Background: an optimization exercise with open tools, aiming at small area. Do not read the settings as production practice.
RTL that was checked went through simulation tests only; none was proved equivalent to the original.

==> trial 69 <==
==> flow/design.v <==
module maze_memory #(
   parameter int maze_width = 5,
   parameter int CNT_W      = 11
) (
   input  logic                  clk,
   input  logic                  rst_n,
   input  logic                  load_we,
   input  logic [maze_width-1:0] load_row,
   input  logic [maze_width-1:0] load_col,
   input  logic                  load_wall,
   input  logic                  start,
   input  logic                  clear,
   input  logic [maze_width-1:0] row,
   input  logic [maze_width-1:0] col,
   input  logic                  maze_oe,
   input  logic                  maze_we,
   input  logic                  done,
   output logic                  maze_in,
   output logic                  running,
   output logic                  exit_valid,
   output logic [maze_width-1:0] exit_row,
   output logic [maze_width-1:0] exit_col,
   output logic [CNT_W-1:0]      mark_count,
   output logic                  protocol_err
);
   localparam int N = 1 << maze_width;
   logic run_q, fin_q;
   logic in_load;
   logic clr, rd_en, mk_en, ld_en, new_mark, err_set;
   assign in_load = !run_q && !fin_q;
   assign clr     = in_load && start;
   assign rd_en   = run_q && maze_oe;
   assign mk_en   = run_q && maze_we;
   assign ld_en   = in_load && load_we;
   assign err_set = (in_load && (maze_oe || maze_we)) ||
                    (run_q && (load_we || (maze_oe && maze_we)));
   always_ff @(posedge clk or negedge rst_n) begin
      if (!rst_n) begin
         run_q <= 1'b0;
         fin_q <= 1'b0;
      end else begin
         if (clr)                 run_q <= 1'b1;
         else if (run_q && done)  run_q <= 1'b0;
         if (run_q && done)       fin_q <= 1'b1;
         else if (fin_q && clear) fin_q <= 1'b0;
      end
   end
   logic [maze_width-1:0] w_row, w_col;
   logic [N-1:0]          w_rsel, rsel, csel;
   assign w_row = in_load ? load_row : row;
   assign w_col = in_load ? load_col : col;
   always_comb begin
      for (int i = 0; i < N; i++) begin
         w_rsel[i] = (w_row == i);
         rsel[i]   = (row == i);
         csel[i]   = (col == i);
      end
   end
   logic [N-1:0] wall_q [N];
   logic [N-1:0] wall_row, wall_new;
   always_comb begin
      wall_row = '0;
      for (int r = 0; r < N; r++)
         wall_row = wall_row | ({N{w_rsel[r]}} & wall_q[r]);
      for (int c = 0; c < N; c++)
         wall_new[c] = (w_col == c) ? load_wall : wall_row[c];
   end
   always_ff @(posedge clk) begin
      for (int r = 0; r < N; r++)
         if (ld_en && w_rsel[r]) wall_q[r] <= wall_new;
   end
   logic [N-1:0] vis_q [N];
   logic [N-1:0] vis_row;
   always_ff @(posedge clk) begin
      for (int r = 0; r < N; r++)
         for (int c = 0; c < N; c++)
            vis_q[r][c] <= (vis_q[r][c] && !clr) || (mk_en && rsel[r] && csel[c]);
   end
   always_comb begin
      vis_row = '0;
      for (int r = 0; r < N; r++)
         vis_row = vis_row | ({N{rsel[r]}} & vis_q[r]);
   end
   assign new_mark = mk_en && !vis_row[col];
   logic                  maze_in_q;
   logic [maze_width-1:0] exit_row_q, exit_col_q;
   logic [CNT_W-1:0]      mark_count_q;
   logic                  protocol_err_q;
   always_ff @(posedge clk or negedge rst_n) begin
      if (!rst_n) begin
         maze_in_q      <= 1'b0;
         exit_row_q     <= '0;
         exit_col_q     <= '0;
         mark_count_q   <= '0;
         protocol_err_q <= 1'b0;
      end else begin
         if (rd_en) maze_in_q <= wall_row[col];
         if (run_q && done) begin
            exit_row_q <= row;
            exit_col_q <= col;
         end
         if (clr)           mark_count_q <= '0;
         else if (new_mark) mark_count_q <= mark_count_q + CNT_W'(1);
         if (err_set) protocol_err_q <= 1'b1;
      end
   end
   assign maze_in      = maze_in_q;
   assign running      = run_q;
   assign exit_valid   = fin_q;
   assign exit_row     = exit_row_q;
   assign exit_col     = exit_col_q;
   assign mark_count   = mark_count_q;
   assign protocol_err = protocol_err_q;
endmodule
==> flow/run.sh <==
#!/bin/bash
# synth_recipe.tcl (not shown) runs the flow's synth.tcl, then flattens the netlist and writes it again
# the make line also repeats each setting of config.mk as NAME=value (left out here)
make -C /OpenROAD-flow-scripts/flow DESIGN_CONFIG=/design/flow/config.mk WORK_HOME=/design/flow/orfs CLKGATE_MAP_FILE= SYNTH_SCRIPT=/design/flow/synth_recipe.tcl finish
==> flow/config.mk <==
export PLATFORM = sky130hd
export DESIGN_NAME = maze_memory
export DESIGN_NICKNAME = maze_memory
export VERILOG_FILES = /design/flow/design.v
export SDC_FILE = /design/flow/constraint.sdc
export NUM_CORES = 4
export LEC_CHECK = 0
export CAP_MARGIN = 20
export CORE_MARGIN = 2
export CORE_UTILIZATION = 60
export CTS_BUF_LIST = sky130_fd_sc_hd__clkbuf_4
export SLEW_MARGIN = 20
==> flow/constraint.sdc <==
create_clock -name core_clock -period 10.0 [get_ports {clk}]
set_input_delay 2.0000 -clock core_clock [delete_from_list [all_inputs] [get_ports {clk}]]
set_output_delay 2.0000 -clock core_clock [all_outputs]
set_load 0.01 [all_outputs]
==> trial 97: changes against trial 69 <==
--- a/flow/design.v
+++ b/flow/design.v
@@ -1,2 +1,14 @@
+module maze_memory_ao22 (
+   input  logic a1, a2, b1, b2,
+   output logic y
+);
+   assign y = (a1 & a2) | (b1 & b2);
+endmodule
+module maze_memory_aoi222 (
+   input  logic a1, a2, b1, b2, c1, c2,
+   output logic y
+);
+   assign y = ~((a1 & a2) | (b1 & b2) | (c1 & c2));
+endmodule
 module maze_memory #(
    parameter int maze_width = 5,
@@ -24,5 +36,6 @@
    output logic                  protocol_err
 );
-   localparam int N = 1 << maze_width;
+   localparam int N  = 1 << maze_width;
+   localparam int NG = (N + 2) / 3;         
    logic run_q, fin_q;
    logic in_load;
@@ -46,41 +59,72 @@
       end
    end
-   logic [maze_width-1:0] w_row, w_col;
-   logic [N-1:0]          w_rsel, rsel, csel;
-   assign w_row = in_load ? load_row : row;
-   assign w_col = in_load ? load_col : col;
+   logic [maze_width-1:0] a_row, a_col;
+   logic [N-1:0]          rsel, csel;
+   logic [N-1:0]          w_en, w_hold, m_en;
+   logic                  keep;
+   assign a_row = in_load ? load_row : row;
+   assign a_col = in_load ? load_col : col;
+   assign keep  = !clr;
    always_comb begin
       for (int i = 0; i < N; i++) begin
-         w_rsel[i] = (w_row == i);
-         rsel[i]   = (row == i);
-         csel[i]   = (col == i);
+         rsel[i]   = (a_row == i);
+         csel[i]   = (a_col == i);
+         w_en[i]   = ld_en && rsel[i];
+         w_hold[i] = !w_en[i];
+         m_en[i]   = mk_en && rsel[i];
       end
    end
    logic [N-1:0] wall_q [N];
-   logic [N-1:0] wall_row, wall_new;
+   logic [N-1:0] wall_d [N];
+   logic [N-1:0] vis_q  [N];
+   logic [N-1:0] vis_d  [N];
+   logic [N-1:0] wall_new;
+   for (genvar r = 0; r < N; r++) begin : g_row
+      for (genvar c = 0; c < N; c++) begin : g_col
+         maze_memory_ao22 u_wall (
+            .a1(wall_q[r][c]), .a2(w_hold[r]), .b1(w_en[r]), .b2(wall_new[c]),
+            .y(wall_d[r][c]));
+         maze_memory_ao22 u_vis (
+            .a1(vis_q[r][c]), .a2(keep), .b1(m_en[r]), .b2(csel[c]),
+            .y(vis_d[r][c]));
+      end
+   end
+   always_ff @(posedge clk) begin
+      for (int r = 0; r < N; r++) begin
+         wall_q[r] <= wall_d[r];
+         vis_q[r]  <= vis_d[r];
+      end
+   end
+   logic [N-1:0] wall_grp_n [NG];
+   logic [N-1:0] vis_grp_n  [NG];
+   logic [N-1:0] wall_row, vis_row;
+   for (genvar g = 0; g < NG; g++) begin : g_grp
+      localparam int R0 = 3 * g;
+      localparam int R1 = (3 * g + 1 < N) ? 3 * g + 1 : R0;
+      localparam int R2 = (3 * g + 2 < N) ? 3 * g + 2 : R0;
+      for (genvar c = 0; c < N; c++) begin : g_col
+         maze_memory_aoi222 u_wall (
+            .a1(rsel[R0]), .a2(wall_q[R0][c]),
+            .b1(rsel[R1]), .b2(wall_q[R1][c]),
+            .c1(rsel[R2]), .c2(wall_q[R2][c]),
+            .y(wall_grp_n[g][c]));
+         maze_memory_aoi222 u_vis (
+            .a1(rsel[R0]), .a2(vis_q[R0][c]),
+            .b1(rsel[R1]), .b2(vis_q[R1][c]),
+            .c1(rsel[R2]), .c2(vis_q[R2][c]),
+            .y(vis_grp_n[g][c]));
+      end
+   end
    always_comb begin
       wall_row = '0;
-      for (int r = 0; r < N; r++)
-         wall_row = wall_row | ({N{w_rsel[r]}} & wall_q[r]);
+      vis_row  = '0;
+      for (int g = 0; g < NG; g++) begin
+         wall_row = wall_row | ~wall_grp_n[g];
+         vis_row  = vis_row  | ~vis_grp_n[g];
+      end
       for (int c = 0; c < N; c++)
-         wall_new[c] = (w_col == c) ? load_wall : wall_row[c];
+         wall_new[c] = csel[c] ? load_wall : wall_row[c];
    end
-   always_ff @(posedge clk) begin
-      for (int r = 0; r < N; r++)
-         if (ld_en && w_rsel[r]) wall_q[r] <= wall_new;
-   end
-   logic [N-1:0] vis_q [N];
-   logic [N-1:0] vis_row;
-   always_ff @(posedge clk) begin
-      for (int r = 0; r < N; r++)
-         for (int c = 0; c < N; c++)
-            vis_q[r][c] <= (vis_q[r][c] && !clr) || (mk_en && rsel[r] && csel[c]);
-   end
-   always_comb begin
-      vis_row = '0;
-      for (int r = 0; r < N; r++)
-         vis_row = vis_row | ({N{rsel[r]}} & vis_q[r]);
-   end
-   assign new_mark = mk_en && !vis_row[col];
+   assign new_mark = mk_en && !vis_row[a_col];
    logic                  maze_in_q;
    logic [maze_width-1:0] exit_row_q, exit_col_q;
@@ -95,5 +139,5 @@
          protocol_err_q <= 1'b0;
       end else begin
-         if (rd_en) maze_in_q <= wall_row[col];
+         if (rd_en) maze_in_q <= wall_row[a_col];
          if (run_q && done) begin
             exit_row_q <= row;
Settings changed: CORE_UTILIZATION 60 to 65, CTS_BUF_LIST sky130_fd_sc_hd__clkbuf_4 to sky130_fd_sc_hd__clkbuf_8, CTS_CLUSTER_DIAMETER set to 100, CTS_CLUSTER_SIZE set to 16, SYNTH_HIERARCHICAL set to 1.
==> qor summary <==
item                                                                    trial 69                  trial 97
Largest fanout on the critical path                                           39                        34
Hpwl dp                                                                184000 um                 139000 um
Syn_area_per_cell                                                      11.7 um^2                 12.7 um^2
Count of plain and timing-repair buffers                                     326                       245
Maximum vdd drop                                                      0.000158 V                0.000171 V
Proportion of cell area occupied by multi-input gates                      28.5%                     37.6%
Rel. slew slack                                                            13.8%                     17.4%
Stages on the worst setup path                                                13                        16
Post-route cell area                                                  88500 um^2                77900 um^2
CTS buffer count                                                             550                       147
Status                                                  timing/DRC/antenna clean  timing/DRC/antenna clean
Primary FF master, synth                               sky130_fd_sc_hd__edfxtp_1  sky130_fd_sc_hd__dfxtp_1
Worst setup slack after placement                                        3.00 ns                   2.65 ns
Number of inserted diodes                                                     15                         5
Synth Area in Simple Gates                                                 10.9%                     3.46%
Final-layout clock-cell area share                                         7.30%                     2.84%
# fillers                                                                   9955                      7573
Function not checked in trial 69: the RTL went through the layout flow alone.

[port drivers added, routing unchanged]
The results above use ideal ports. As a check the final layouts listed here were re-extracted and re-timed, cells and wires unchanged.
Step 1 assumes that a clkbuf_16 drives the clock port and a buf_2 every other input.
Step 2 moves the port delays by t, midway between the first and last clock arrival at a register: inputs arrive t later, outputs are due t later. That takes back most of the time a late clock gives input paths.
a / b / c = no drivers / after step 1 / after step 2; a / b = the first two.
run | shift t [ns] | slack for setup (ns) | hold WS [ns] | latest minus earliest clock arrival (ns)
trial 69 | 1.412 | 4.129 / 4.187 / 2.775 | 0.443 / 0.443 / 0.443 | 0.090 / 0.090
trial 97 | 0.994 | 3.147 / 3.168 / 2.203 | 0.491 / 0.491 / 0.491 | 0.047 / 0.046
After both steps every run listed still meets setup and hold. The setup slack of trial 69, which loses most, moves by +0.058 ns with the drivers and by -1.354 ns with both steps.
